Context: an optimization exercise on an open-source flow, tuned for small area, a short achievable clock period and few clock cycles per item. The choices shown serve that exercise and are no tape-out recipe.
At most, simulation tests tie the RTL to the original design; equivalence was not proved.

## exp/maple
==> module aes_key_expand, before the edit <==
module aes_key_expand #(
  parameter int KEY_BITS = 256
) (
  input  logic                clk,
  input  logic                rst,
  input  logic                start,
  input  logic [KEY_BITS-1:0] key_in,
  output logic                busy,
  output logic [127:0]        rk_out,
  output logic [3:0]          rk_idx,
  output logic                rk_valid,
  input  logic                rk_ready,
  output logic                done
);
  logic [255:0] st;      
  logic [3:0]   idx;     
  logic         act;     
  logic         vld;     
  logic [31:0]  sw, p0, p1, p2, p3, rc;
  logic [127:0] nw;
  logic [7:0]   rcon;
  logic         adv;
  for (genvar b = 0; b < 4; b++) begin : g_sbox
    aes_ks_sbox u_sbox (.x(st[224+8*b +: 8]), .y(sw[8*b +: 8]));
  end
  aes_ks_mix u_mix (.sw(sw), .rot(!idx[0]), .p({p3, p2, p1, p0}), .nw(nw));
  assign busy     = vld;
  assign rk_valid = vld;
  assign rk_out   = st[127:0];
  assign rk_idx   = idx;
  always_comb begin
    rcon = 8'h01 << idx[3:1];
    rc = idx[0] ? 32'h0 : {24'h0, rcon};
    p0 = st[31:0] ^ rc;
    p1 = p0 ^ st[63:32];
    p2 = p1 ^ st[95:64];
    p3 = p2 ^ st[127:96];
    adv = rk_ready;
  end
  logic sel_ld, sel_sh, sel_hd;
  assign sel_ld = !act;
  assign sel_sh = act && adv;
  assign sel_hd = act && !adv;
  logic [255:0] st_d, st_n;
  assign st_n = {nw, st[255:128]};
  for (genvar j = 0; j < 256; j++) begin : g_sel
    aes_ks_sel u_sel (.ld(sel_ld), .sh(sel_sh), .hd(sel_hd), .k(key_in[j]),
                      .n(st_n[j]), .q(st[j]), .d(st_d[j]));
  end
  always_ff @(posedge clk) begin
    st <= st_d;
  end
  always_ff @(posedge clk or posedge rst) begin
    if (rst) begin
      act <= 1'b0;
      vld <= 1'b0;
      idx <= 4'd0;
      done <= 1'b0;
    end else begin
      done <= 1'b0;
      if (!vld) vld <= start;
      else if (adv && idx == 4'd14) vld <= 1'b0;
      if (!act) begin
        idx <= 4'd0;
        if (start) act <= 1'b1;
      end else if (adv) begin
        idx <= idx + 4'd1;
        if (idx == 4'd14) begin
          act <= 1'b0;
          done <= 1'b1;
        end
      end
    end
  end
endmodule
==> module aes_ks_sel, before the edit <==
module aes_ks_sel (
  input  logic ld, sh, hd, k, n, q,
  output logic d
);
  assign d = (ld & k) | (sh & n) | (hd & q);
endmodule
Settings: LEC_CHECK=0, CAP_MARGIN=20, CORE_MARGIN=2, CORE_UTILIZATION=60, SLEW_MARGIN=20, SYNTH_HIERARCHICAL=1, SYNTH_MINIMUM_KEEP_SIZE=0; clock period 22.0 ns.
standard.sh (not shown) runs the stock make flow with config.mk's settings and CLKGATE_MAP_FILE= SYNTH_SCRIPT=/design/flow/synth_recipe.tcl, a recipe that flattens the netlist after the stock synthesis.
==> flow/flow/run.sh <==
#!/bin/bash
# Standard ORFS layout (the standard.sh), with these changes:
#  - synthesis is the standard flow's own script, but ABC maps with flow/abc.script (area-oriented);
#  - ports are buffered with the small sky130_fd_sc_hd__buf_1 instead of the default pick;
#  - clock tree synthesis inserts no dummy loads;
#  - timing repair aims for a slack margin that leaves TARGET_NS (flow/target.txt) of the
#    clock period, so the layout is sized for a shorter period than the constraint asks.
# Each step's full log is in orfs/logs/; the make output is in synth.log and layout.log here.
set -euo pipefail
here=$(pwd)
export FLOW_WORK=$here
export MY_ABC_SCRIPT=$here/flow/abc.script
target=$(cat flow/target.txt)
extra=()
if [[ "$target" != "none" ]]; then
  margin=$(python3 -c "print(round($FLOW_PERIOD_NS - $target, 3))")
  extra+=("SETUP_SLACK_MARGIN=$margin")
fi
bash standard.sh "SYNTH_SCRIPT=$here/flow/my_synth.tcl" synth > "$here/synth.log" 2>&1
bash standard.sh "CTS_ARGS=-sink_clustering_enable -repair_clock_nets -dont_use_dummy_load" "BUFFER_PORTS_ARGS=-buffer_cell sky130_fd_sc_hd__buf_1" "${extra[@]}" finish > "$here/layout.log" 2>&1
==> flow/flow/abc.script <==
strash
map -a
==> flow/flow/my_synth.tcl <==
# The standard synthesis script (synth_recipe.tcl, in the work folder), with one change:
# every ABC mapping call uses the script named by MY_ABC_SCRIPT instead of ORFS's.
proc abc {args} {
  set i [lsearch -exact $args -script]
  if {$i >= 0} { lset args [expr {$i + 1}] $::env(MY_ABC_SCRIPT) }
  yosys abc {*}$args
}
source $::env(FLOW_WORK)/synth_recipe.tcl
==> flow/flow/target.txt <==
5.85
Having completed the whole flow, exp/maple delivered a layout that passed the timing, design-rule and antenna checks.
Testbench counts of exp/maple, summed over its fixed seeds: cycles 3,072, round keys 2,880.
Modified inputs, exp/onyx compared to exp/maple
diff --git a/flow/design.v b/flow/design.v
--- a/flow/design.v
+++ b/flow/design.v
@@ -16,5 +16,7 @@
   logic [3:0]   idx;     
   logic         act;     
+  logic [3:0]   act_g;   
   logic         vld;     
+  logic [3:0]   ridx;    
   logic [31:0]  sw, p0, p1, p2, p3, rc;
   logic [127:0] nw;
@@ -28,5 +30,5 @@
   assign rk_valid = vld;
   assign rk_out   = st[127:0];
-  assign rk_idx   = idx;
+  assign rk_idx   = ridx;
   always_comb begin
     rcon = 8'h01 << idx[3:1];
@@ -38,16 +40,20 @@
     adv = rk_ready;
   end
-  logic sel_ld, sel_sh, sel_hd;
-  assign sel_ld = !act;
-  assign sel_sh = act && adv;
-  assign sel_hd = act && !adv;
-  logic [255:0] st_d, st_n;
-  assign st_n = {nw, st[255:128]};
-  for (genvar j = 0; j < 256; j++) begin : g_sel
-    aes_ks_sel u_sel (.ld(sel_ld), .sh(sel_sh), .hd(sel_hd), .k(key_in[j]),
-                      .n(st_n[j]), .q(st[j]), .d(st_d[j]));
+  logic [255:0] st_next;
+  assign st_next = {nw, st[255:128]};
+  for (genvar g = 0; g < 4; g++) begin : g_st
+    always_ff @(posedge clk) begin
+      if (!act_g[g]) st[64*g +: 64] <= key_in[64*g +: 64];
+      else if (adv) st[64*g +: 64] <= st_next[64*g +: 64];
+    end
+    always_ff @(posedge clk or posedge rst) begin
+      if (rst) act_g[g] <= 1'b0;
+      else if (!act_g[g]) act_g[g] <= start;
+      else if (adv && idx == 4'd14) act_g[g] <= 1'b0;
+    end
   end
   always_ff @(posedge clk) begin
-    st <= st_d;
+    if (!act) ridx <= 4'd0;
+    else if (adv) ridx <= idx + 4'd1;
   end
   always_ff @(posedge clk or posedge rst) begin
@@ -135,8 +141,2 @@
   assign nw = p ^ {4{t}};
 endmodule
-module aes_ks_sel (
-  input  logic ld, sh, hd, k, n, q,
-  output logic d
-);
-  assign d = (ld & k) | (sh & n) | (hd & q);
-endmodule
The critical path depth number comes out higher for exp/maple vs exp/onyx.
The count of mapped cells out of synthesis of exp/onyx is lower than that of exp/maple.
Measured against exp/maple, the area of all sequential standard cells of exp/onyx comes out at 1.5 times the reference value.
The share of the clock period used by the worst path reported for exp/onyx is greater than that of exp/maple by 0.74 points.
For exp/maple, the capture point of the critical path was st[108]$_DFF_P_, unlike exp/onyx, where it was st[127]$_DFFE_PP_.
Cmp exp/onyx and exp/maple / total of plain and repair buffers excluding clock buffers / higher: exp/maple
Compared to exp/maple, exp/onyx has met1 routing resource usage after global routing 0.52 points higher.
Clock latency on the worst-skew pair was higher in exp/onyx than in exp/maple.
Going from exp/maple to exp/onyx, placed wire-length estimate went up.
Only the layout flow was run in exp/onyx; the RTL was not checked for function there.

==> port drivers added, routing unchanged <==
In the flow no input, the clock included, has a driving cell. The finished layouts below were timed again as built, in two steps.
Step 1 (the two cells are an assumption about what drives the block):
set clk [get_ports {clk}]
set_driving_cell -lib_cell sky130_fd_sc_hd__clkbuf_16 $clk
set_driving_cell -lib_cell sky130_fd_sc_hd__buf_2 [delete_from_list [all_inputs] $clk]
Step 2 adds t to the input delays and takes it off the output delays; t is the mean of the earliest and latest rising clock arrival at the registers after step 1. Input paths then give back, and output paths get back, about the clock's delay inside the block.
a / b / c = ideal ports / drivers / drivers and shift; a / b = the first two.
| run | t, ns | slack for setup (ns) | latest minus earliest clock arrival (ns) | slew at the worst register clock pin (ns) | worst data-port slew with drivers (ns) |
|---|---|---|---|---|---|
| exp/maple | 0.589 | 16.323 / 16.293 / 15.766 | 0.028 / 0.029 | 0.06 / 0.06 | 0.08 |
| exp/onyx | 0.599 | 16.161 / 16.156 / 15.557 | 0.056 / 0.056 | 0.07 / 0.07 | 0.08 |
After both steps setup and hold are still met in every run listed. The setup slack of exp/onyx, which loses most, moves by -0.005 ns with the drivers and by -0.604 ns with both steps.
